Source: an optimization exercise on an open RTL-to-GDS flow (aim: small area). Production flows keep margins and buffers that such runs may drop.
Where RTL was checked, it was by simulation tests only, not by an equivalence proof against the original.
The RTL of run 4 was laid out without a check of its function.
Power and IR drop assume default switching activity.

**design/flow/design.v**
```verilog
`default_nettype none
package wb_pkg;
	localparam int ADDR_W = 32;
	localparam int DATA_W = 64;
	localparam int OFFSET_W = 3;
	localparam int ID_W = 4;
	localparam int LINE_W = ADDR_W + DATA_W;
	typedef logic [ADDR_W-1:0] addr_t;
	typedef logic [DATA_W-1:0] data_t;
	typedef logic [ID_W-1:0] axi_id_t;
	typedef enum logic {
		WBQ_IDLE,	 
		WBQ_READY	 
	} wbq_state_t;
endpackage
`default_nettype wire
`default_nettype none
module wb_subsys #(
	parameter int NUM_BANKS  = 4,
	parameter int FIFO_DEPTH = 4
) (
	input  logic            clk,
	input  logic            rst_n,
	input  logic            evict_i,
	input  wb_pkg::addr_t   evict_addr_i,
	input  wb_pkg::data_t   evict_data_i,
	output logic            evict_afull_o,
	output wb_pkg::axi_id_t awid_o,
	output wb_pkg::addr_t   awaddr_o,
	output logic            awvalid_o,
	input  logic            awready_i,
	output wb_pkg::axi_id_t wid_o,
	output wb_pkg::data_t   wdata_o,
	output logic            wvalid_o,
	input  logic            wready_i
);
	localparam int N     = 10;	 
	localparam int HI_W  = wb_pkg::ADDR_W - 5;	 
	localparam int ENT_W = HI_W + wb_pkg::DATA_W;
	logic [2:0]     cnt_q [4];	 
	logic [3:0]     req_q;	 
	logic [1:0]     last_q;	 
	logic           locked_q;
	logic [N-1:0]   v_q;
	logic [1:0]     bank_q [N];
	logic [1:0]     pos_q  [N];
	logic [ENT_W-1:0] mem  [N];
	logic [1:0] pick;
	logic       found;
	logic [1:0] sel;
	logic       valid;
	logic       handshake;
	logic [3:0] gnt;
	always_comb begin
		pick  = last_q;
		found = 1'b0;
		for (int l = 0; l < 4; l++) begin
			if (last_q == 2'(l)) begin
				for (int i = 1; i <= 4; i++) begin
					if (!found && req_q[(l + i) % 4]) begin
						pick  = 2'((l + i) % 4);
						found = 1'b1;
					end
				end
			end
		end
	end
	assign sel       = locked_q ? last_q : pick;
	assign valid     = locked_q || found;
	assign handshake = valid && awready_i && wready_i;
	always_comb begin
		for (int k = 0; k < 4; k++) gnt[k] = handshake && (sel == 2'(k));
	end
	always_ff @(posedge clk) begin
		if (!rst_n) begin
			last_q   <= '0;
			locked_q <= 1'b0;
		end else if (valid) begin
			last_q   <= sel;
			locked_q <= !handshake;
		end
	end
	logic [1:0]   pb;
	logic [2:0]   pcnt;
	logic         push;
	logic [3:0]   push_k;
	logic [N-1:0] we;
	logic [1:0]   new_pos;
	assign pb   = evict_addr_i[4:3];
	assign pcnt = cnt_q[pb];
	assign push = evict_i && !(pcnt[2] && !pcnt[0]);	 
	always_comb begin
		for (int k = 0; k < 4; k++) push_k[k] = push && (pb == 2'(k));
	end
	assign new_pos = gnt[pb] ? {pcnt[2], pcnt[1]} : {pcnt[1], pcnt[0] && !pcnt[2]};
	always_comb begin
		logic taken;
		taken = 1'b0;
		for (int i = 0; i < N; i++) begin
			we[i] = push && !v_q[i] && !taken;
			taken = taken || !v_q[i];
		end
	end
	always_ff @(posedge clk) begin
		for (int k = 0; k < 4; k++) begin
			if (!rst_n) begin
				cnt_q[k] <= '0;
				req_q[k] <= 1'b0;
			end else begin
				if (push_k[k] && !gnt[k]) begin
					cnt_q[k] <= {cnt_q[k][1], cnt_q[k][0], !cnt_q[k][2]};
				end else if (gnt[k] && !push_k[k]) begin
					cnt_q[k] <= {!cnt_q[k][0], cnt_q[k][2], cnt_q[k][1]};
				end
				req_q[k] <= req_q[k] ? !gnt[k] : (cnt_q[k][0] || cnt_q[k][1]);
			end
		end
	end
	assign evict_afull_o = cnt_q[0][2] || cnt_q[1][2] || cnt_q[2][2] || cnt_q[3][2];
	logic [N-1:0] mine;	 
	logic [N-1:0] hit;	 
	always_comb begin
		for (int i = 0; i < N; i++) begin
			mine[i] = (bank_q[i] == sel);
			hit[i]  = v_q[i] && mine[i] && pos_q[i] == 2'b00;
		end
	end
	always_ff @(posedge clk) begin
		for (int i = 0; i < N; i++) begin
			if (!rst_n) begin
				v_q[i] <= 1'b0;
			end else if (we[i]) begin
				v_q[i] <= 1'b1;
			end else if (hit[i] && handshake) begin
				v_q[i] <= 1'b0;
			end
		end
	end
	always_ff @(posedge clk) begin
		for (int i = 0; i < N; i++) begin
			if (we[i]) begin
				bank_q[i] <= pb;
				pos_q[i]  <= new_pos;
			end else if (mine[i] && handshake) begin
				pos_q[i]  <= {!pos_q[i][0], pos_q[i][1]};	 
			end
		end
	end
	always_ff @(posedge clk) begin
		for (int i = 0; i < N; i++) begin
			if (we[i]) mem[i] <= {evict_addr_i[wb_pkg::ADDR_W-1:5], evict_data_i};
		end
	end
	logic [ENT_W-1:0] line;
	for (genvar j = 0; j < ENT_W; j++) begin : g_line
		logic [N-1:0] col;
		for (genvar i = 0; i < N; i++) begin : g_col
			assign col[i] = mem[i][j];
		end
		wb_line_mux #(.N(N)) u_mux (.hit_i(hit), .d_i(col), .q_o(line[j]));
	end
	assign awvalid_o = valid;
	assign wvalid_o  = valid;
	assign awid_o    = wb_pkg::axi_id_t'(sel);
	assign wid_o     = wb_pkg::axi_id_t'(sel);
	assign awaddr_o  = {line[wb_pkg::DATA_W +: HI_W], sel, 3'b000};
	assign wdata_o   = line[wb_pkg::DATA_W-1:0];
endmodule
`default_nettype wire
`default_nettype none
module wb_line_mux #(
	parameter int N = 10
) (
	input  logic [N-1:0] hit_i,
	input  logic [N-1:0] d_i,
	output logic         q_o
);
	logic [3:0] t_n;
	wb_aoi3 u_t0 (.s_i(hit_i[2:0]), .d_i(d_i[2:0]), .y_no(t_n[0]));
	wb_aoi3 u_t1 (.s_i(hit_i[5:3]), .d_i(d_i[5:3]), .y_no(t_n[1]));
	wb_aoi3 u_t2 (.s_i(hit_i[8:6]), .d_i(d_i[8:6]), .y_no(t_n[2]));
	assign t_n[3] = !(hit_i[9] && d_i[9]);
	wb_nand4 u_or (.a_i(t_n), .y_no(q_o));
endmodule
module wb_aoi3 (
	input  logic [2:0] s_i,
	input  logic [2:0] d_i,
	output logic       y_no
);
	assign y_no = !(|(s_i & d_i));
endmodule
module wb_nand4 (
	input  logic [3:0] a_i,
	output logic       y_no
);
	assign y_no = !(&a_i);
endmodule
`default_nettype wire
```
**design/flow/flow/run.sh**
```bash
#!/bin/bash
# Standard ORFS layout with two changes: port buffers use the smallest buffer
# cell, and CTS uses larger sink clusters without dummy loads.
set -o pipefail
export BUFFER_PORTS_ARGS="-buffer_cell sky130_fd_sc_hd__buf_1"
export CTS_ARGS="-sink_clustering_enable -repair_clock_nets -buf_list sky130_fd_sc_hd__clkbuf_8 -sink_clustering_size 19 -sink_clustering_max_diameter 60 -dont_use_dummy_load"
bash standard.sh > standard.log 2>&1
```
**design/flow/standard.sh**
```bash
#!/bin/bash
# synth_recipe.tcl (not shown) runs the flow's synth.tcl, then flattens the netlist and writes it again
# the make line also repeats each setting of config.mk as NAME=value (left out here)
make -C /OpenROAD-flow-scripts/flow DESIGN_CONFIG=/design/flow/config.mk WORK_HOME=/design/flow/orfs CLKGATE_MAP_FILE= SYNTH_SCRIPT=/design/flow/synth_recipe.tcl "${@:-finish}"
```
**design/flow/config.mk**
```make
export PLATFORM = sky130hd
export DESIGN_NAME = wb_subsys
export DESIGN_NICKNAME = wb_subsys
export VERILOG_FILES = /design/flow/design.v
export SDC_FILE = /design/flow/constraint.sdc
export NUM_CORES = 4
export LEC_CHECK = 0
export CAP_MARGIN = 0
export CORE_MARGIN = 2
export CORE_UTILIZATION = 50
export GPL_ROUTABILITY_DRIVEN = 0
export SLEW_MARGIN = 0
export SYNTH_HIERARCHICAL = 1
export SYNTH_MINIMUM_KEEP_SIZE = 0
```
**design/flow/constraint.sdc**
```tcl
create_clock -name core_clock -period 6.0 [get_ports {clk}]
set_input_delay 1.2000 -clock core_clock [delete_from_list [all_inputs] [get_ports {clk}]]
set_output_delay 1.2000 -clock core_clock [all_outputs]
set_load 0.01 [all_outputs]
```
==> out/summary.txt, run 1 <==
CRITICAL PATH
--------------------------------------------------------------------------------------------------------
Critical Setup Path Class                                                                   flip-flop to output pin
Cell breakdown of the critical path                                                         and3b_1 > o31ai_1 > nand3_2 > xor2_1 > nor2_1 > and3_4 > buf_4 > a222oi_1 > nand4_1 > buf_1
Required arrival time at the worst endpoint                                                      4.80 ns
Setup crit start kind                                                                          flip-flop
Largest delay contributor family on the critical path                                       simple AND/OR/NAND/NOR gates
CP Buf/Inv Count                                                                                       2
Arrival time at the worst endpoint                                                               4.47 ns
Max incr delay on CP                                                                             0.73 ns
Category of the worst setup path capture point                                                output pin
Crit Path Max Fanout                                                                                  39
Slowest stage cell on the critical path                                                     sky130_fd_sc_hd__and3_4

CLOCK TREE
--------------------------------------------------------------------------------------------------------
Insertion delay of the later-clocked pin in the worst-skew pair                                  0.73 ns
Clk buf depth                                                                                          3
Post-cts resize count                                                                                  0
Clock tree sinks                                                                                     979
Number of levels in the clock H-tree                                                                   2
Post-CTS clock slew at the launch and capture registers of the worst setup and hold paths        0.10 ns
Post-CTS setup buffer count                                                                            0
Clock tree from TritonCTS                                                                           done
CTS Hold Buffers Added                                                                                 0
Root Driver                                                                                 sky130_fd_sc_hd__clkbuf_8
Num CTS Buffers                                                                                       61

YOSYS
--------------------------------------------------------------------------------------------------------
Post-synth top area cell                                                                    sky130_fd_sc_hd__edfxtp_1
Number of warnings issued by yosys                                                                    11
Area of the mapped netlist                                                                  34,600 sq um
Commonest register cell after synthesis                                                     sky130_fd_sc_hd__edfxtp_1
Number of synthesized register bits                                                                  979
Share of synthesized flip-flops with an asynchronous set or reset                                     0%
Number of flops mapped to enable cells by yosys                                                      950
Post-synthesis instance total                                                                      1,704
Post-synth cell types                                                                                 50
Mean instance size in the synthesized netlist                                                 20.3 sq um
Largest cells by area after synthesis                                                       sky130_fd_sc_hd__edfxtp_1 82%, sky130_fd_sc_hd__a222oi_1 7.9%, sky130_fd_sc_hd__nand4_1 1.7%
Sequential area share after synthesis                                                              84.2%
Synth top area share                                                                               82.5%

STA
--------------------------------------------------------------------------------------------------------
Final setup violation count                                                                            0
Clk_skew                                                                                       0.0595 ns
Fraction of the cycle the final worst path needs                                                   94.6%
Final critical path time including I/O delays and setup                                          5.67 ns
Unrepaired setup endpoints after global routing                                                       no
Slew at the pin closest to its max-slew limit                                                   0.870 ns
Final WS setup                                                                                  0.327 ns
Final Hold Vio Count                                                                                   0
Number of slew-limit violations in the final report                                                    0
Worst relative slew slack                                                                          40.8%
Post-route setup TNS                                                                                0 ns
Fmax achieved                                                                                    176 MHz

GLOBAL ROUTING
--------------------------------------------------------------------------------------------------------
Largest net degree at the start of global routing                                                     96
Total grt overflow                                                                                     0
Number of global-route vias before repair                                                          18.8k
GR Util All Layers                                                                                 23.7%
Antenna violations before repair                                                                      11
First-pass GRT wire length                                                                        123 mm

ROUTE
--------------------------------------------------------------------------------------------------------
Routed vias                                                                                        18.8k
Mean routed wirelength per cell                                                                  29.1 um
Initial DRT Pass Iterations                                                                            6
Remaining design rule violation count                                                                  0
Number of violations reported at the end of detailed-routing iteration 0                           2,724
Detailed Route WL                                                                                85.3 mm
Antenna Nets Post-Route                                                                                0
Average via count per standard cell                                                                 6.43

POWER AND IR DROP
--------------------------------------------------------------------------------------------------------
Power density of the placed cells                                                            284 nW/um^2
Peak ir drop on the vdd network                                                                   173 uV
Total power draw                                                                                0.0108 W
Standby leakage power                                                                            11.4 nW

FINAL LAYOUT
--------------------------------------------------------------------------------------------------------
Number of nets in the finished design                                                              2,104
Post-Layout Cell Count                                                                             2,933
Finished Cell Area                                                                          38,000 sq um
Signed area change from the synthesized netlist to the final layout                                9.90%
Fraction of layout cells with a size suffix above 1                                                7.96%

FLOW RUN
--------------------------------------------------------------------------------------------------------
Max-cap violation count                                                                                0

FLOORPLANNING
--------------------------------------------------------------------------------------------------------
Row count                                                                                             96
Total Die Area                                                                              71,300 sq um
Overall die width                                                                                 267 um
Total core area                                                                             68,600 sq um
Effective utilization at floorplan                                                                 50.4%
Chip Height                                                                                       267 um
I/O pin total                                                                                        208

PLACED DESIGN
--------------------------------------------------------------------------------------------------------
Placed Area                                                                                 37,200 sq um
Half-perimeter wire length of the detailed placement result                                      42.1 mm
Worst setup slack before clock tree synthesis                                                    1.06 ns
Number of placed instances, taps included                                                          2,867
Port Buffer Count                                                                                    197

HOLD PATH
--------------------------------------------------------------------------------------------------------
Worst hold-check path type                                                                  flip-flop to flip-flop

RUN STATUS
--------------------------------------------------------------------------------------------------------
Outcome                                                                                     complete, no violations

-- cells in the final DEF (no fill, tap or decap), types with 4 or more instances in the layout --
master	instances
sky130_fd_sc_hd__mux2i_1	18
sky130_fd_sc_hd__nor2_1	40
sky130_fd_sc_hd__a222oi_1	273
sky130_fd_sc_hd__a211oi_1	10
sky130_fd_sc_hd__mux2_2	10
sky130_fd_sc_hd__xor2_1	20
sky130_fd_sc_hd__a21o_1	5
sky130_fd_sc_hd__edfxtp_1	950
sky130_fd_sc_hd__nor2_4	4
sky130_fd_sc_hd__o21ai_0	5
sky130_fd_sc_hd__buf_4	31
sky130_fd_sc_hd__diode_2	5
sky130_fd_sc_hd__a21oi_1	19
sky130_fd_sc_hd__nand4_1	93
sky130_fd_sc_hd__nand2_1	108
sky130_fd_sc_hd__clkbuf_8	61
sky130_fd_sc_hd__inv_1	11
sky130_fd_sc_hd__o31ai_1	7
sky130_fd_sc_hd__dfxtp_1	29
sky130_fd_sc_hd__nor3_4	10
sky130_fd_sc_hd__ha_1	4
sky130_fd_sc_hd__and3_4	4
sky130_fd_sc_hd__nor2b_1	4
sky130_fd_sc_hd__buf_12	20
sky130_fd_sc_hd__conb_1	7
sky130_fd_sc_hd__buf_1	197
sky130_fd_sc_hd__and3_1	4
sky130_fd_sc_hd__nor3_1	7
-- stage by stage --
| stage | hold slack (ns) | utilization (%) |
|---|---|---|
| after floorplan | 0.470 | - |
| after global placement | 0.495 | 54.2 |
| after detailed placement | 0.506 | 54.2 |
| after CTS | 0.528 | 55.4 |
| after global routing | 0.562 | 55.4 |
| final | 0.528 | 55.4 |
-- synthesized netlist by cell type (3+ instances only) --
library cell / instances
sky130_fd_sc_hd__edfxtp_1: 950
sky130_fd_sc_hd__nor3_1: 13
sky130_fd_sc_hd__o31ai_1: 7
sky130_fd_sc_hd__and3_1: 8
sky130_fd_sc_hd__nor2b_1: 4
sky130_fd_sc_hd__nor2_1: 44
sky130_fd_sc_hd__a222oi_1: 273
sky130_fd_sc_hd__mux4_2: 3
sky130_fd_sc_hd__ha_1: 4
sky130_fd_sc_hd__or3_1: 3
sky130_fd_sc_hd__nor4_1: 3
sky130_fd_sc_hd__or2_2: 3
sky130_fd_sc_hd__o21a_1: 3
sky130_fd_sc_hd__inv_1: 12
sky130_fd_sc_hd__clkbuf_1: 7
sky130_fd_sc_hd__nor3_2: 4
sky130_fd_sc_hd__o31a_1: 3
sky130_fd_sc_hd__a211oi_1: 10
sky130_fd_sc_hd__mux2_2: 10
sky130_fd_sc_hd__dfxtp_1: 29
sky130_fd_sc_hd__mux2i_1: 18
sky130_fd_sc_hd__a21oi_1: 19
sky130_fd_sc_hd__nand2_1: 108
sky130_fd_sc_hd__a21o_1: 5
sky130_fd_sc_hd__xor2_1: 20
sky130_fd_sc_hd__buf_4: 13
sky130_fd_sc_hd__o21ai_0: 5
sky130_fd_sc_hd__nand4_1: 93
sky130_fd_sc_hd__nand3_1: 3
-- power by group --
part | switching [W] | internal [W]
Combinational | 0.000283 | 0.0000879
Clock | 0.00190 | 0.000910
Sequential | 0.0000326 | 0.00760
-- logic make-up (layout without fill, tap and decap cells) --
kind of cell               count (synthesis)  count (layout)  share of synthesized area [%]
xor gates and xnor gates                  20              20                          0.506
and+or+nand+nor                          298             298                           4.40
DFF                                      979             979                           84.2
AOI/OAI and AO/OA                        335             335                           9.14
muxes                                     33              33                           1.12
other                                      1              12                         0.0108
buffers and inverters                     34             321                          0.517
adders and majority gates                  4               4                          0.145
-- worst paths after layout --
path / startpoint / end / slack (ns) / depth (start not counted)
setup / recovery: req_q[0]$_SDFF_PN0_ / awaddr_o[26] / 0.33 / 10
hold / removal: req_q[2]$_SDFF_PN0_ / req_q[2]$_SDFF_PN0_ / 0.53 / 1
setup reg to reg: req_q[0]$_SDFF_PN0_ / v_q[3]$_SDFFE_PN0P_ / 2.89 / 7
hold reg to reg: req_q[2]$_SDFF_PN0_ / req_q[2]$_SDFF_PN0_ / 0.53 / 1
-- sequential cells by signal (all words and copies together) (netlist names) --
signal and count:
bank_q 20, cnt_q 12, last_q 2, locked_q 1, mem 910, pos_q 20
req_q 4, v_q 10
-- layout make-up --
| cell class | instances | area [sq um] |
|---|---|---|
| timing repair buffer | 248 | 1370 |
| multi-input combinational | 697 | 5470 |
| fill | 5290 | 30600 |
| sequential | 979 | 29100 |
| inverter | 12 | 47.5 |
| clock buffer | 61 | 840 |
| tap | 931 | 1160 |
| antenna | 5 | 12.5 |
-- Yosys stat by module, one instance, submodules excluded, a selection --
module     copies in the design  cell area, sq um  flip-flops and latches
wb_aoi3                     273              10.0                       0
wb_subsys                     1             30900                     979
wb_nand4                     91              6.26                       0
-- per-layer routing --
layer | vias to the layer above | global-route usage, % | routed length, um
met3 | 112 | 3.57 | 7120
met4 | 10 | 5.31 | 1590
li1 | 8114 | - | -
met1 | 9786 | 32.9 | 33800
met2 | 827 | 40.0 | 42700
met5 | - | 0 | 51
==> run 2, diff against run 1 <==
--- a/design/flow/config.mk
+++ b/design/flow/config.mk
@@ -10,3 +10,2 @@
 export CORE_UTILIZATION = 50
-export GPL_ROUTABILITY_DRIVEN = 0
 export SLEW_MARGIN = 0
==> out/summary.txt, run 2 <==
CRITICAL PATH
--------------------------------------------------------------------------------------------------------
Setup crit start kind                                                                          flip-flop   unchanged
Category of the worst setup path capture point                                                output pin   unchanged
R2R Setup Slk                                                                                    2.89 ns   about the same
Reg2Reg Launch Point                                                                        req_q[0]$_SDFF_PN0_   unchanged
Arrival time at the worst endpoint                                                               4.47 ns   about the same
Crit Path Max Fanout                                                                                  39   unchanged
Required arrival time at the worst endpoint                                                      4.80 ns   about the same
Reg-to-reg critical path endpoint                                                           v_q[3]$_SDFFE_PN0P_   unchanged
Reg2reg path depth                                                                                     7   unchanged
Critical Setup Path Class                                                                   flip-flop to output pin   unchanged

STA
--------------------------------------------------------------------------------------------------------
Final critical path time including I/O delays and setup                                          5.67 ns   unchanged
Fraction of the cycle the final worst path needs                                                   94.6%   unchanged
Final Hold Vio Count                                                                                   0   unchanged
Worst relative slew slack                                                                          40.8%   unchanged
Unrepaired setup endpoints after global routing                                                       no   unchanged
Final setup violation count                                                                            0   unchanged
Fmax achieved                                                                                    176 MHz   unchanged
Clk_skew                                                                                       0.0595 ns   unchanged
Slew at the pin closest to its max-slew limit                                                   0.870 ns   unchanged
Number of slew-limit violations in the final report                                                    0   unchanged

POWER AND IR DROP
--------------------------------------------------------------------------------------------------------
Peak ir drop on the vdd network                                                                   173 uV   unchanged
Power share of the combinational group                                                              3.4%   about the same
Internal power summed over all cells                                                           0.00860 W   unchanged
Sequential cell fraction of total power                                                            70.6%   about the same
Switching Fraction                                                                                 20.5%   unchanged
Switching power summed over all nets                                                           0.00221 W   unchanged
Standby leakage power                                                                            11.4 nW   unchanged
Clock group share of total power                                                                   26.0%   about the same
Power density of the placed cells                                                            284 nW/um^2   unchanged
Total power draw                                                                                0.0108 W   unchanged

YOSYS
--------------------------------------------------------------------------------------------------------
Commonest register cell after synthesis                                                     sky130_fd_sc_hd__edfxtp_1   unchanged
Number of warnings issued by yosys                                                                    11   unchanged
Leading cell types by count after synthesis                                                 950 x sky130_fd_sc_hd__edfxtp_1, 273 x sky130_fd_sc_hd__a222oi_1, 108 x sky130_fd_sc_hd__nand2_1   unchanged
Number of synthesized register bits                                                                  979   unchanged
Largest cells by area after synthesis                                                       sky130_fd_sc_hd__edfxtp_1 82%, sky130_fd_sc_hd__a222oi_1 7.9%, sky130_fd_sc_hd__nand4_1 1.7%   unchanged
Sequential area share after synthesis                                                              84.2%   unchanged
Mean instance size in the synthesized netlist                                                 20.3 sq um   unchanged
Area of the mapped netlist                                                                  34,600 sq um   unchanged
Share of synthesized flip-flops with an asynchronous set or reset                                     0%   unchanged
Post-synth top area cell                                                                    sky130_fd_sc_hd__edfxtp_1   unchanged
Post-synth cell types                                                                                 50   unchanged
Post-synthesis instance total                                                                      1,704   unchanged
Number of flops mapped to enable cells by yosys                                                      950   unchanged
Count leader, synth                                                                         sky130_fd_sc_hd__edfxtp_1   unchanged
Synth top area share                                                                               82.5%   unchanged

FLOORPLANNING
--------------------------------------------------------------------------------------------------------
I/O pin total                                                                                        208   unchanged
Total Die Area                                                                              71,300 sq um   unchanged
Total core area                                                                             68,600 sq um   unchanged
Effective utilization at floorplan                                                                 50.4%   unchanged
Chip Height                                                                                       267 um   unchanged
Row count                                                                                             96   unchanged
Overall die width                                                                                 267 um   unchanged

ROUTE
--------------------------------------------------------------------------------------------------------
Antenna Nets Post-Route                                                                                0   unchanged
Average via count per standard cell                                                                 6.43   unchanged
Remaining design rule violation count                                                                  0   unchanged
Initial DRT Pass Iterations                                                                            6   unchanged
Routed vias                                                                                        18.8k   unchanged
Detailed Route WL                                                                                85.3 mm   unchanged
Mean routed wirelength per cell                                                                  29.1 um   unchanged
Number of violations reported at the end of detailed-routing iteration 0                           2,724   unchanged

CLOCK TREE
--------------------------------------------------------------------------------------------------------
CTS Hold Buffers Added                                                                                 0   unchanged
Insertion delay of the later-clocked pin in the worst-skew pair                                  0.73 ns   about the same
Clock tree from TritonCTS                                                                           done   unchanged
Num CTS Buffers                                                                                       61   unchanged
Clk buf depth                                                                                          3   unchanged
Post-CTS setup buffer count                                                                            0   unchanged
Root Driver                                                                                 sky130_fd_sc_hd__clkbuf_8   unchanged
Post-cts resize count                                                                                  0   unchanged
Clock tree sinks                                                                                     979   unchanged
Number of levels in the clock H-tree                                                                   2   unchanged
Post-CTS clock slew at the launch and capture registers of the worst setup and hold paths        0.10 ns   about the same

GLOBAL ROUTING
--------------------------------------------------------------------------------------------------------
Largest net degree at the start of global routing                                                     96   unchanged
Antenna violations before repair                                                                      11   unchanged
Number of global-route vias before repair                                                          18.8k   unchanged
First-pass GRT wire length                                                                        123 mm   unchanged
GR Util All Layers                                                                                 23.7%   unchanged
Total grt overflow                                                                                     0   unchanged

PLACED DESIGN
--------------------------------------------------------------------------------------------------------
Half-perimeter wire length of the detailed placement result                                      42.1 mm   unchanged
Port Buffer Count                                                                                    197   unchanged
Gpl congestion                                                                                     0.746

RUN STATUS
--------------------------------------------------------------------------------------------------------
Outcome                                                                                     complete, no violations   unchanged

HOLD PATH
--------------------------------------------------------------------------------------------------------
Worst hold-check path type                                                                  flip-flop to flip-flop   unchanged
Startpoint of the worst hold path                                                           req_q[2]$_SDFF_PN0_   unchanged
Hold Path End                                                                               req_q[2]$_SDFF_PN0_   unchanged
Count of cells along the worst hold path                                                               1   unchanged

FINAL LAYOUT
--------------------------------------------------------------------------------------------------------
Signed area change from the synthesized netlist to the final layout                                9.90%   unchanged
Most frequent cells in the layout                                                           950 x sky130_fd_sc_hd__edfxtp_1, 273 x sky130_fd_sc_hd__a222oi_1, 197 x sky130_fd_sc_hd__buf_1   unchanged
Number of nets in the finished design                                                              2,104   unchanged
Reg with most FFs                                                                                    mem   unchanged
Fraction of layout cells with a size suffix above 1                                                7.96%   unchanged
Registers with the most flip-flops                                                          mem (910), bank_q (20), pos_q (20)   unchanged
Core utilization of the finished layout                                                            55.4%   unchanged
Commonest non-fill, non-tap cell in the layout                                              sky130_fd_sc_hd__edfxtp_1   unchanged
Max reg flops                                                                                        910   unchanged

FLOW RUN
--------------------------------------------------------------------------------------------------------
Max-cap violation count                                                                                0   unchanged

-- run 2: cell counts after synthesis --
No cell type changed its count.
-- run 2: logic make-up (layout without fill, tap and decap cells) --
logic type | count (synthesis) | count (layout) | synth area share (%)
muxes | 33 | 33 | 1.12
buffers and inverters | 34 | 321 | 0.517
other | 1 | 12 | 0.0108
and+or+nand+nor | 298 | 298 | 4.40
DFF | 979 | 979 | 84.2
adders and majority gates | 4 | 4 | 0.145
xor gates and xnor gates | 20 | 20 | 0.506
AOI/OAI and AO/OA | 335 | 335 | 9.14
-- run 2: power groups by stage --
stage | combinational, W | clock, W | sequential [W]
floorplan | 0.000185 | 0 | 0.00779
global placement | 0.000363 | 0 | 0.00778
detailed placement | 0.000376 | 0 | 0.00779
CTS | 0.000376 | 0.00288 | 0.00763
global route | 0.000405 | 0.00308 | 0.00764
finish | 0.000371 | 0.00281 | 0.00763
-- run 2: metal layers --
metal	global-route usage [%]	up-vias	routed length, um
met5	0	-	51
met4	5.31	10	1590
met3	3.57	112	7120
met2	40.0	827	42700
met1	32.9	9786	33800
li1	-	8114	-
-- run 2: area by class of cell --
type	instances	area, sq um
Antenna cell	5	12.5
Clock buffer	61	840
Fill cell	5290	30600
Inverter	12	47.5
Multi-Input combinational cell	697	5470
Sequential cell	979	29100
Tap cell	931	1160
Timing Repair Buffer	248	1370
-- run 2: worst max path at each step --
stage	startpoint	to	depth (start not counted)
final	req_q[0]$_SDFF_PN0_	awaddr_o[26]	10
after detailed placement	req_q[0]$_SDFF_PN0_	wdata_o[20]	10
after floorplan	evict_addr_i[3]	pos_q[7][0]$_DFFE_PP_	6
after global routing	req_q[0]$_SDFF_PN0_	awaddr_o[26]	10
after CTS	req_q[0]$_SDFF_PN0_	wdata_o[20]	10
after global placement	req_q[0]$_SDFF_PN0_	awaddr_o[26]	10
-- run 2: modules after synthesis (local to each module, per instance), excerpt --
module,cells,times used,flops+latches
wb_aoi3,1,273,0
wb_subsys,1249,1,979
wb_nand4,1,91,0
-- run 2: stage by stage --
| stage | area, sq um | hold WS (ns) | instances | TNS (ns) | worst slack (ns) |
|---|---|---|---|---|---|
| 2_1_floorplan | 34700 | 0.470 | 1710 | -96.43 | -0.750 |
| 3_3_place_gp | 37200 | 0.495 | 2867 | 0 | 1.07 |
| 3_5_place_dp | 37200 | 0.506 | 2867 | 0 | 1.06 |
| 4_1_cts | 38000 | 0.528 | 2928 | 0 | 0.253 |
| 5_1_grt | 38000 | 0.562 | 2933 | 0 | 0.0502 |
| 6_report | 38000 | 0.528 | 2933 | 0 | 0.327 |
-- run 2: critical path, cell delays in order, from the launching register on --
cell,delay [ns]
sky130_fd_sc_hd__dfxtp_1,0.49
sky130_fd_sc_hd__and3b_1,0.23
sky130_fd_sc_hd__o31ai_1,0.34
sky130_fd_sc_hd__nand3_2,0.56
sky130_fd_sc_hd__xor2_1,0.34
sky130_fd_sc_hd__nor2_1,0.18
sky130_fd_sc_hd__and3_4,0.73
sky130_fd_sc_hd__buf_4,0.39
sky130_fd_sc_hd__a222oi_1,0.10
sky130_fd_sc_hd__nand4_1,0.10
sky130_fd_sc_hd__buf_1,0.28
==> run 3, diff against run 2 <==
--- a/design/flow/config.mk
+++ b/design/flow/config.mk
@@ -9,3 +9,3 @@
 export CORE_MARGIN = 2
-export CORE_UTILIZATION = 50
+export CORE_UTILIZATION = 45
 export SLEW_MARGIN = 0
==> out/summary.txt, run 3 <==
RUN STATUS
--------------------------------------------------------------------------------------------------------
Outcome                                                                                     complete, no violations   unchanged

FINAL LAYOUT
--------------------------------------------------------------------------------------------------------
FF/Latch Area                                                                               29,100 sq um   unchanged
Number of nets in the finished design                                                              2,119   was 2,104
Most frequent cells in the layout                                                           950 x sky130_fd_sc_hd__edfxtp_1, 273 x sky130_fd_sc_hd__a222oi_1, 197 x sky130_fd_sc_hd__buf_1   unchanged
Commonest non-fill, non-tap cell in the layout                                              sky130_fd_sc_hd__edfxtp_1   unchanged
Signed area change from the synthesized netlist to the final layout                                10.8%   was 9.90%
Fraction of layout cells with a size suffix above 1                                                8.65%   was 7.96%
Finished Cell Area                                                                          38,300 sq um   was 38,000 sq um
Filler cells                                                                                       6,177   was 5,290
Max reg flops                                                                                        910   unchanged
Reg with most FFs                                                                                    mem   unchanged
Registers with the most flip-flops                                                          mem (910), bank_q (20), pos_q (20)   unchanged
Area of combinational cells with multiple inputs                                              5470 sq um   unchanged

CRITICAL PATH
--------------------------------------------------------------------------------------------------------
Max incr delay on CP                                                                             0.52 ns   was 0.73 ns
Category of the worst setup path capture point                                                output pin   unchanged
Critical Setup Path Class                                                                   flip-flop to output pin   unchanged
Arrival time at the worst endpoint                                                               4.34 ns   was 4.47 ns
Slowest stage cell on the critical path                                                     sky130_fd_sc_hd__and3_4   unchanged
Crit Path Max Fanout                                                                                  24   was 39
Cell breakdown of the critical path                                                         and3b_1 > o31ai_1 > nand3_2 > buf_4 > xor2_1 > nor2_1 > and3_4 > buf_4 > a222oi_1 > nand4_1 > buf_1   was and3b_1 > o31ai_1 > nand3_2 > xor2_1 > nor2_1 > and3_4 > buf_4 > a222oi_1 > nand4_1 > buf_1
Setup crit start kind                                                                          flip-flop   unchanged
Most frequent CP cell                                                                       sky130_fd_sc_hd__buf_4
Required arrival time at the worst endpoint                                                      4.80 ns   about the same

CLOCK TREE
--------------------------------------------------------------------------------------------------------
Clock tree sinks                                                                                     979   unchanged
Post-CTS setup buffer count                                                                            0   unchanged
Post-CTS clock slew at the launch and capture registers of the worst setup and hold paths        0.10 ns   about the same
Clk buf depth                                                                                          3   unchanged
CTS Hold Buffers Added                                                                                 0   unchanged
Insertion delay of the later-clocked pin in the worst-skew pair                                  0.72 ns   was 0.73 ns
Number of levels in the clock H-tree                                                                   3   was 2
Clock tree from TritonCTS                                                                           done   unchanged
Root Driver                                                                                 sky130_fd_sc_hd__clkbuf_8   unchanged
Num CTS Buffers                                                                                       75   was 61
Post-cts resize count                                                                                  0   unchanged

FLOW RUN
--------------------------------------------------------------------------------------------------------
Max-cap violation count                                                                                0   unchanged

YOSYS
--------------------------------------------------------------------------------------------------------
Number of flops mapped to enable cells by yosys                                                      950   unchanged
Leading cell types by count after synthesis                                                 950 x sky130_fd_sc_hd__edfxtp_1, 273 x sky130_fd_sc_hd__a222oi_1, 108 x sky130_fd_sc_hd__nand2_1   unchanged
Post-synth top area cell                                                                    sky130_fd_sc_hd__edfxtp_1   unchanged
Mean instance size in the synthesized netlist                                                 20.3 sq um   unchanged
Commonest register cell after synthesis                                                     sky130_fd_sc_hd__edfxtp_1   unchanged
Post-synthesis instance total                                                                      1,704   unchanged
Number of warnings issued by yosys                                                                    11   unchanged
Number of synthesized register bits                                                                  979   unchanged
Area of the mapped netlist                                                                  34,600 sq um   unchanged
Largest cells by area after synthesis                                                       sky130_fd_sc_hd__edfxtp_1 82%, sky130_fd_sc_hd__a222oi_1 7.9%, sky130_fd_sc_hd__nand4_1 1.7%   unchanged
Count leader, synth                                                                         sky130_fd_sc_hd__edfxtp_1   unchanged
Synth top area share                                                                               82.5%   unchanged
Share of synthesized flip-flops with an asynchronous set or reset                                     0%   unchanged
Post-synth cell types                                                                                 50   unchanged
Sequential area share after synthesis                                                              84.2%   unchanged

PLACED DESIGN
--------------------------------------------------------------------------------------------------------
Placed Area                                                                                 37,300 sq um   was 37,200 sq um
Gpl congestion                                                                                     0.745   was 0.746
Worst setup slack before clock tree synthesis                                                    1.21 ns   was 1.06 ns
Port Buffer Count                                                                                    197   unchanged
Half-perimeter wire length of the detailed placement result                                      43.2 mm   was 42.1 mm

GLOBAL ROUTING
--------------------------------------------------------------------------------------------------------
Antenna violations before repair                                                                       6   was 11
First-pass GRT wire length                                                                        125 mm   was 123 mm
Total grt overflow                                                                                     0   unchanged
Number of global-route vias before repair                                                          19.2k   was 18.8k
Largest net degree at the start of global routing                                                     96   unchanged
GR Util All Layers                                                                                 21.7%   was 23.7%

FLOORPLANNING
--------------------------------------------------------------------------------------------------------
Overall die width                                                                                 281 um   was 267 um
Effective utilization at floorplan                                                                 45.5%   was 50.4%
Row count                                                                                            101   was 96
Total Die Area                                                                              79,100 sq um   was 71,300 sq um
I/O pin total                                                                                        208   unchanged
Chip Height                                                                                       281 um   was 267 um
Total core area                                                                             76,100 sq um   was 68,600 sq um

POWER AND IR DROP
--------------------------------------------------------------------------------------------------------
Peak ir drop on the vdd network                                                                   139 uV   was 173 uV
Power density of the placed cells                                                            289 nW/um^2   was 284 nW/um^2
Standby leakage power                                                                            11.5 nW   was 11.4 nW
Total power draw                                                                                0.0111 W   was 0.0108 W

ROUTE
--------------------------------------------------------------------------------------------------------
Average via count per standard cell                                                                 6.24   was 6.43
Met3 routed WL                                                                                   7.69 mm   was 7.12 mm
Initial DRT Pass Iterations                                                                            7   was 6
Metal2 WL                                                                                        42.4 mm   was 42.7 mm
Mean routed wirelength per cell                                                                  28.5 um   was 29.1 um
Number of violations reported at the end of detailed-routing iteration 0                           2,903   was 2,724
Routed vias                                                                                        19.0k   was 18.8k
Detailed Route WL                                                                                86.7 mm   was 85.3 mm
Remaining design rule violation count                                                                  0   unchanged
Highest signal layer in the routed design                                                           met5   unchanged
Antenna Nets Post-Route                                                                                0   unchanged
Met1 Wirelength                                                                                  35.1 mm   was 33.8 mm

STA
--------------------------------------------------------------------------------------------------------
Number of slew-limit violations in the final report                                                    0   unchanged
Worst relative slew slack                                                                          35.2%   was 40.8%
Final WS setup                                                                                  0.465 ns   was 0.327 ns
Final setup violation count                                                                            0   unchanged
Final Hold Vio Count                                                                                   0   unchanged
Worst hold margin                                                                               0.529 ns   was 0.528 ns
Fmax achieved                                                                                    181 MHz   was 176 MHz
Fraction of the cycle the final worst path needs                                                   92.3%   was 94.6%
Final critical path time including I/O delays and setup                                          5.54 ns   was 5.67 ns
Slew at the pin closest to its max-slew limit                                                   0.969 ns   was 0.870 ns
Clk_skew                                                                                       0.0981 ns   was 0.0595 ns
Unrepaired setup endpoints after global routing                                                       no   unchanged

HOLD PATH
--------------------------------------------------------------------------------------------------------
Worst hold-check path type                                                                  flip-flop to flip-flop   unchanged

## run 3: cell counts after synthesis
Identical to the previous run, type by type.
## run 3: worst max-delay path, delay by kind of cell (launching register included)
family,cells,cell delay [ns]
AO/OA/AOI/OAI,2,0.52
buffers and inverters,3,0.91
flip-flops,1,0.46
XOR/XNOR,1,0.14
AND/OR/NAND/NOR,5,1.61
## run 3: final timing paths
check                                              start                       end  slack [ns]  cells past startpoint
worst max-delay path                 req_q[0]$_SDFF_PN0_               wdata_o[48]        0.46                     11
worst min-delay path            cnt_q[3][2]$_SDFFE_PN0P_  cnt_q[3][2]$_SDFFE_PN0P_        0.53                      2
worst max register to register       req_q[0]$_SDFF_PN0_     pos_q[9][1]$_DFFE_PP_        3.02                      6
worst min register to register  cnt_q[3][2]$_SDFFE_PN0P_  cnt_q[3][2]$_SDFFE_PN0P_        0.53                      2
## run 3: kinds of logic after synthesis
group | count (synthesis) | share of synthesized area, %
compound gates | 335 | 9.14
xor+xnor | 20 | 0.506
fa+ha+maj | 4 | 0.145
buf+inv | 34 | 0.517
flops | 979 | 84.2
mux | 33 | 1.12
other cells | 1 | 0.0108
simple gates | 298 | 4.40
## run 3: final cells by class
class | instances | area share, %
flip-flops and latches | 979 | 76.0
diodes | 2 | 0.0131
repair buffers | 249 | 3.57
clock buffers | 75 | 2.69
well taps | 1030 | 3.36
multi-input cells | 697 | 14.3
inverters | 12 | 0.124
## run 3: metal layers
| metal | track usage, % | up-vias |
|---|---|---|
| li1 | - | 8131 |
| met1 | 30.2 | 9927 |
| met2 | 36.0 | 829 |
| met3 | 3.96 | 104 |
| met4 | 4.87 | 10 |
| met5 | 0 | - |
## run 3: where the power goes
group          internal [W]  leakage [nW]  total [W]  switching (W)
clock network       0.00112         0.539    0.00306        0.00194
logic             0.0000883          2.14   0.000378       0.000289
registers           0.00760          8.84    0.00763      0.0000328
## run 3: through the flow
step	cells	TNS, ns	utilization (%)
2_1_floorplan	1710	-96.43	-
3_3_place_gp	2967	0	49.0
3_5_place_dp	2967	0	49.0
4_1_cts	3042	0	50.4
5_1_grt	3043	0	50.4
6_report	3044	0	50.4
## run 3: per-module statistics from Yosys, one instance, submodules excluded, a selection
module / cells inside / times used / area (sq um) / flops+latches
wb_aoi3: 1 / 273 / 10.0 / 0
wb_nand4: 1 / 91 / 6.26 / 0
wb_subsys: 1249 / 1 / 30900 / 979
==> run 4, diff against run 3 <==
--- a/design/flow/design.v
+++ b/design/flow/design.v
@@ -82,2 +82,10 @@
 	end
+	logic [N-1:0] mine;	 
+	logic [N-1:0] head;	 
+	always_comb begin
+		for (int i = 0; i < N; i++) begin
+			mine[i] = (bank_q[i] == sel);
+			head[i] = v_q[i] && pos_q[i] == 2'b00;
+		end
+	end
 	logic [1:0]   pb;
@@ -87,2 +95,3 @@
 	logic [N-1:0] we;
+	logic [N-1:0] first_free;	 
 	logic [1:0]   new_pos;
@@ -95,2 +104,4 @@
 	assign new_pos = gnt[pb] ? {pcnt[2], pcnt[1]} : {pcnt[1], pcnt[0] && !pcnt[2]};
+	logic [ENT_W-1:0] line_in;
+	assign line_in = {evict_addr_i[wb_pkg::ADDR_W-1:5], evict_data_i};
 	always_comb begin
@@ -99,3 +110,3 @@
 		for (int i = 0; i < N; i++) begin
-			we[i] = push && !v_q[i] && !taken;
+			first_free[i] = !v_q[i] && !taken;
 			taken = taken || !v_q[i];
@@ -103,2 +114,13 @@
 	end
+	localparam int NG = 3;
+	localparam int GW = (ENT_W + NG - 1) / NG;
+	logic [N-1:0] we_g  [NG];
+	logic [N-1:0] hit_g [NG];
+	for (genvar g = 0; g < NG; g++) begin : g_grp
+		for (genvar i = 0; i < N; i++) begin : g_ent
+			wb_and2 u_we  (.a_i(push),     .b_i(first_free[i]), .y_o(we_g[g][i]));
+			wb_and2 u_hit (.a_i(head[i]),  .b_i(mine[i]),       .y_o(hit_g[g][i]));
+		end
+	end
+	assign we  = we_g[0];
 	always_ff @(posedge clk) begin
@@ -119,10 +141,4 @@
 	assign evict_afull_o = cnt_q[0][2] || cnt_q[1][2] || cnt_q[2][2] || cnt_q[3][2];
-	logic [N-1:0] mine;	 
 	logic [N-1:0] hit;	 
-	always_comb begin
-		for (int i = 0; i < N; i++) begin
-			mine[i] = (bank_q[i] == sel);
-			hit[i]  = v_q[i] && mine[i] && pos_q[i] == 2'b00;
-		end
-	end
+	assign hit = hit_g[0];
 	always_ff @(posedge clk) begin
@@ -150,3 +166,7 @@
 		for (int i = 0; i < N; i++) begin
-			if (we[i]) mem[i] <= {evict_addr_i[wb_pkg::ADDR_W-1:5], evict_data_i};
+			for (int g = 0; g < NG; g++) begin
+				for (int j = g * GW; j < (g + 1) * GW && j < ENT_W; j++) begin
+					if (we_g[g][i]) mem[i][j] <= line_in[j];
+				end
+			end
 		end
@@ -159,3 +179,3 @@
 		end
-		wb_line_mux #(.N(N)) u_mux (.hit_i(hit), .d_i(col), .q_o(line[j]));
+		wb_line_mux #(.N(N)) u_mux (.hit_i(hit_g[j / GW]), .d_i(col), .q_o(line[j]));
 	end
@@ -198 +218,10 @@
 `default_nettype wire
+`default_nettype none
+module wb_and2 (
+	input  logic a_i,
+	input  logic b_i,
+	output logic y_o
+);
+	assign y_o = a_i && b_i;
+endmodule
+`default_nettype wire
==> design/flow/flow/run.sh (replaced) <==
#!/bin/bash
# Standard ORFS layout with two changes: port buffers use the smallest buffer
# cell, and CTS uses larger sink clusters without dummy loads.
set -o pipefail
export BUFFER_PORTS_ARGS="-buffer_cell sky130_fd_sc_hd__buf_1"
export CTS_ARGS="-sink_clustering_enable -repair_clock_nets -buf_list sky130_fd_sc_hd__clkbuf_8 -sink_clustering_size 18 -sink_clustering_max_diameter 60 -dont_use_dummy_load"
bash standard.sh > standard.log 2>&1
--- a/design/flow/config.mk
+++ b/design/flow/config.mk
@@ -9,3 +9,4 @@
 export CORE_MARGIN = 2
-export CORE_UTILIZATION = 45
+export CORE_UTILIZATION = 40
+export CTS_BUF_LIST = sky130_fd_sc_hd__clkbuf_8
 export SLEW_MARGIN = 0
==> out/summary.txt, run 4 <==
CLOCK TREE
--------------------------------------------------------------------------------------------------------
Number of levels in the clock H-tree                                                                   3   unchanged
Post-cts resize count                                                                                  0   unchanged
Clock tree from TritonCTS                                                                           done   unchanged
CTS Hold Buffers Added                                                                                 0   unchanged
Num CTS Buffers                                                                                       79   was 75
Insertion delay of the later-clocked pin in the worst-skew pair                                  0.73 ns   was 0.72 ns
Root Driver                                                                                 sky130_fd_sc_hd__clkbuf_8   unchanged
Post-CTS setup buffer count                                                                            0   unchanged
Post-CTS clock slew at the launch and capture registers of the worst setup and hold paths        0.08 ns   was 0.10 ns
Clock tree sinks                                                                                     979   unchanged
Clk buf depth                                                                                          3   unchanged

CRITICAL PATH
--------------------------------------------------------------------------------------------------------
Crit Path Max Fanout                                                                                  11   was 24
Reg2Reg Launch Point                                                                        last_q[0]$_SDFFE_PN0N_   was req_q[0]$_SDFF_PN0_
Critical Setup Path Class                                                                   flip-flop to output pin   unchanged
Category of the worst setup path capture point                                                output pin   unchanged
Required arrival time at the worst endpoint                                                      4.80 ns   about the same
R2R Setup Slk                                                                                    2.59 ns   was 3.02 ns
Arrival time at the worst endpoint                                                               4.18 ns   was 4.34 ns
Reg2reg path depth                                                                                    11   was 6
Reg-to-reg critical path endpoint                                                           v_q[5]$_SDFFE_PN0P_   was pos_q[9][1]$_DFFE_PP_
Setup crit start kind                                                                          flip-flop   unchanged

STA
--------------------------------------------------------------------------------------------------------
Final Hold Vio Count                                                                                   0   unchanged
Fmax achieved                                                                                    186 MHz   was 181 MHz
Final critical path time including I/O delays and setup                                          5.38 ns   was 5.54 ns
Clk_skew                                                                                        0.128 ns   was 0.0981 ns
Final setup violation count                                                                            0   unchanged
Worst relative slew slack                                                                          26.1%   was 35.2%
Number of slew-limit violations in the final report                                                    0   unchanged
Slew at the pin closest to its max-slew limit                                                    1.11 ns   was 0.969 ns
Fraction of the cycle the final worst path needs                                                   89.7%   was 92.3%
Post-route setup TNS                                                                                0 ns   unchanged
Unrepaired setup endpoints after global routing                                                       no   unchanged

ROUTE
--------------------------------------------------------------------------------------------------------
Average via count per standard cell                                                                 5.91   was 6.24
Mean routed wirelength per cell                                                                  27.2 um   was 28.5 um
Detailed Route WL                                                                                89.4 mm   was 86.7 mm
Remaining design rule violation count                                                                  0   unchanged
Antenna Nets Post-Route                                                                                0   unchanged
Number of violations reported at the end of detailed-routing iteration 0                           2,718   was 2,903
Initial DRT Pass Iterations                                                                            6   was 7
Routed vias                                                                                        19.4k   was 19.0k

HOLD PATH
--------------------------------------------------------------------------------------------------------
Worst hold-check path type                                                                  flip-flop to flip-flop   unchanged
Hold Path End                                                                               cnt_q[1][2]$_SDFFE_PN0P_   was cnt_q[3][2]$_SDFFE_PN0P_
Startpoint of the worst hold path                                                           cnt_q[1][2]$_SDFFE_PN0P_   was cnt_q[3][2]$_SDFFE_PN0P_
Count of cells along the worst hold path                                                               2   unchanged

FINAL LAYOUT
--------------------------------------------------------------------------------------------------------
Filler cells                                                                                       7,538   was 6,177
Fraction of layout cells with a size suffix above 1                                                9.70%   was 8.65%
Max reg flops                                                                                        910   unchanged
Registers with the most flip-flops                                                          mem (910), bank_q (20), pos_q (20)   unchanged
Most frequent cells in the layout                                                           950 x sky130_fd_sc_hd__edfxtp_1, 273 x sky130_fd_sc_hd__a222oi_1, 197 x sky130_fd_sc_hd__buf_1   unchanged
Signed area change from the synthesized netlist to the final layout                                10.8%   about the same
Reg with most FFs                                                                                    mem   unchanged
Number of nets in the finished design                                                              2,230   was 2,119
Commonest non-fill, non-tap cell in the layout                                              sky130_fd_sc_hd__edfxtp_1   unchanged

FLOORPLANNING
--------------------------------------------------------------------------------------------------------
Row count                                                                                            108   was 101
Overall die width                                                                                 300 um   was 281 um
Total core area                                                                             86,800 sq um   was 76,100 sq um
Effective utilization at floorplan                                                                 40.4%   was 45.5%
Chip Height                                                                                       300 um   was 281 um
I/O pin total                                                                                        208   unchanged
Total Die Area                                                                              89,900 sq um   was 79,100 sq um

GLOBAL ROUTING
--------------------------------------------------------------------------------------------------------
Antenna violations before repair                                                                       8   was 6
First-pass GRT wire length                                                                        128 mm   was 125 mm
Total grt overflow                                                                                     0   unchanged
Largest net degree at the start of global routing                                                     34   was 96
Number of global-route vias before repair                                                          19.6k   was 19.2k
GR Util All Layers                                                                                 19.4%   was 21.7%

YOSYS
--------------------------------------------------------------------------------------------------------
Share of synthesized flip-flops with an asynchronous set or reset                                     0%   unchanged
Number of synthesized register bits                                                                  979   unchanged
Number of warnings issued by yosys                                                                    17   was 11
Area of the mapped netlist                                                                  35,000 sq um   was 34,600 sq um
Largest cells by area after synthesis                                                       sky130_fd_sc_hd__edfxtp_1 81%, sky130_fd_sc_hd__a222oi_1 7.8%, sky130_fd_sc_hd__nand4_1 1.7%   was sky130_fd_sc_hd__edfxtp_1 82%, sky130_fd_sc_hd__a222oi_1 7.9%, sky130_fd_sc_hd__nand4_1 1.7%
Post-synth top area cell                                                                    sky130_fd_sc_hd__edfxtp_1   unchanged
Post-synth cell types                                                                                 50   unchanged
Number of flops mapped to enable cells by yosys                                                      950   unchanged
Synth top area share                                                                               81.5%   was 82.5%
Leading cell types by count after synthesis                                                 950 x sky130_fd_sc_hd__edfxtp_1, 273 x sky130_fd_sc_hd__a222oi_1, 112 x sky130_fd_sc_hd__nand2_1   was 950 x sky130_fd_sc_hd__edfxtp_1, 273 x sky130_fd_sc_hd__a222oi_1, 108 x sky130_fd_sc_hd__nand2_1
Mean instance size in the synthesized netlist                                                 19.5 sq um   was 20.3 sq um
Sequential area share after synthesis                                                              83.1%   was 84.2%
Commonest register cell after synthesis                                                     sky130_fd_sc_hd__edfxtp_1   unchanged
Count leader, synth                                                                         sky130_fd_sc_hd__edfxtp_1   unchanged
Post-synthesis instance total                                                                      1,794   was 1,704

PLACED DESIGN
--------------------------------------------------------------------------------------------------------
Gpl congestion                                                                                     0.759   was 0.745
Port Buffer Count                                                                                    197   unchanged
Half-perimeter wire length of the detailed placement result                                      48.0 mm   was 43.2 mm

POWER AND IR DROP
--------------------------------------------------------------------------------------------------------
Total power draw                                                                                0.0111 W   about the same
Peak ir drop on the vdd network                                                                   228 uV   was 139 uV
Standby leakage power                                                                            11.7 nW   was 11.5 nW
Power density of the placed cells                                                            287 nW/um^2   was 289 nW/um^2

FLOW RUN
--------------------------------------------------------------------------------------------------------
Max-cap violation count                                                                                0   unchanged

RUN STATUS
--------------------------------------------------------------------------------------------------------
Outcome                                                                                     complete, no violations   unchanged

## run 4: Yosys stat by module, one instance, submodules excluded, a selection
| module | area, sq um | flip-flops and latches | cells |
|---|---|---|---|
| wb_nand4 | 6.26 | 0 | 1 |
| wb_aoi3 | 10.0 | 0 | 1 |
| wb_and2 | 6.26 | 0 | 1 |
| wb_subsys | 31000 | 979 | 1279 |
## run 4: worst max-delay path, stage by stage, from the launching register on
cell                       delay, ns
sky130_fd_sc_hd__dfxtp_1        0.47
sky130_fd_sc_hd__nor2b_2        0.09
sky130_fd_sc_hd__a21o_1         0.21
sky130_fd_sc_hd__o21ai_0        0.19
sky130_fd_sc_hd__o31a_1         0.52
sky130_fd_sc_hd__buf_4          0.29
sky130_fd_sc_hd__xnor2_1        0.10
sky130_fd_sc_hd__nor2_1         0.21
sky130_fd_sc_hd__and2_1         0.59
sky130_fd_sc_hd__buf_4          0.35
sky130_fd_sc_hd__a222oi_1       0.13
sky130_fd_sc_hd__nand4_1        0.18
sky130_fd_sc_hd__buf_1          0.17
## run 4: power by group
part | switching (W) | total (W) | internal [W]
combinational | 0.000289 | 0.000378 | 0.0000882
clock | 0.00195 | 0.00313 | 0.00118
sequential | 0.0000316 | 0.00764 | 0.00760
total | 0.00227 | 0.0111 | 0.00887
## run 4: cell families after synthesis
family	count (synthesis)	synth area share, %
AO/OA/AOI/OAI	358	9.57
XOR/XNOR	20	0.500
adder cells (fa/ha/maj)	4	0.143
buffers and inverters	49	0.715
flip-flops	979	83.1
multiplexers	11	0.422
other	1	0.0107
AND/OR/NAND/NOR	372	5.52
## run 4: cell type report
cell class                 count  area [sq um]  area share [%]
tap                         1155          1450            3.72
timing repair buffer         269          1360            3.49
antenna                        3          7.51          0.0193
clock buffer                  79          1090            2.80
sequential                   979         29100            75.0
multi-input combinational    772          5720            14.7
inverter                      24          90.1           0.232
## run 4: stage by stage
step	cells	hold slack (ns)	setup WS [ns]	util, %	cell area [sq um]
finish	3281	0.543	0.615	44.7	38800
global route	3281	0.566	0.299	44.7	38800
CTS	3278	0.540	0.540	44.7	38800
detailed placement	3199	0.526	1.31	43.5	37700
global placement	3199	0.498	1.39	43.5	37700
floorplan	1800	0.472	2.05	-	35000
## run 4: routing by layer
| metal | GRT usage, % | up-vias | part of all wire (%) |
|---|---|---|---|
| li1 | - | 8443 | - |
| met1 | 25.2 | 9970 | 39 |
| met2 | 33.4 | 844 | 50 |
| met3 | 3.40 | 139 | 7.8 |
| met4 | 6.11 | 8 | 2.4 |
| met5 | 0 | - | 0.051 |
## run 4: worst max path at each step
stage / to / slack, ns / startpoint / cells after the start
after floorplan: pos_q[0][1]$_DFFE_PP_ / 2.05 / evict_addr_i[3] / 7
after global placement: awaddr_o[18] / 1.39 / last_q[0]$_SDFFE_PN0N_ / 12
after detailed placement: awaddr_o[18] / 1.31 / last_q[0]$_SDFFE_PN0N_ / 12
after CTS: awaddr_o[18] / 0.54 / last_q[0]$_SDFFE_PN0N_ / 12
after global routing: awaddr_o[21] / 0.30 / last_q[0]$_SDFFE_PN0N_ / 12
final: awaddr_o[21] / 0.62 / last_q[0]$_SDFFE_PN0N_ / 12

-- re-timing with driven ports --
The flow's constraints put no driver on any port. The routed layouts listed below were extracted and timed again, unchanged, in two steps. Step 1 sets driving cells, clkbuf_16 on the clock port and buf_2 on the other inputs (assumed; they add their load-dependent delay and slew). Step 2, shift: input delay + t, output delay - t, t = (earliest + latest rising clock arrival at the registers) / 2. This alone moves slack from input paths to output paths. Slacks: ideal / step 1 / step 2; pairs: ideal / step 1.
| run | t (ns) | slack for setup (ns) | worst setup path after step 2 | latest minus earliest clock arrival (ns) |
|---|---|---|---|---|
| run 1 | 0.761 | 0.327 / 0.262 / 1.023 | register to output | 0.074 / 0.074 |
| run 2 | 0.761 | 0.327 / 0.262 / 1.023 | register to output | 0.074 / 0.074 |
| run 3 | 0.723 | 0.465 / 0.409 / 1.131 | register to output | 0.099 / 0.099 |
| run 4 | 0.726 | 0.615 / 0.554 / 1.280 | register to output | 0.128 / 0.128 |
After both steps every run listed still meets setup and hold.
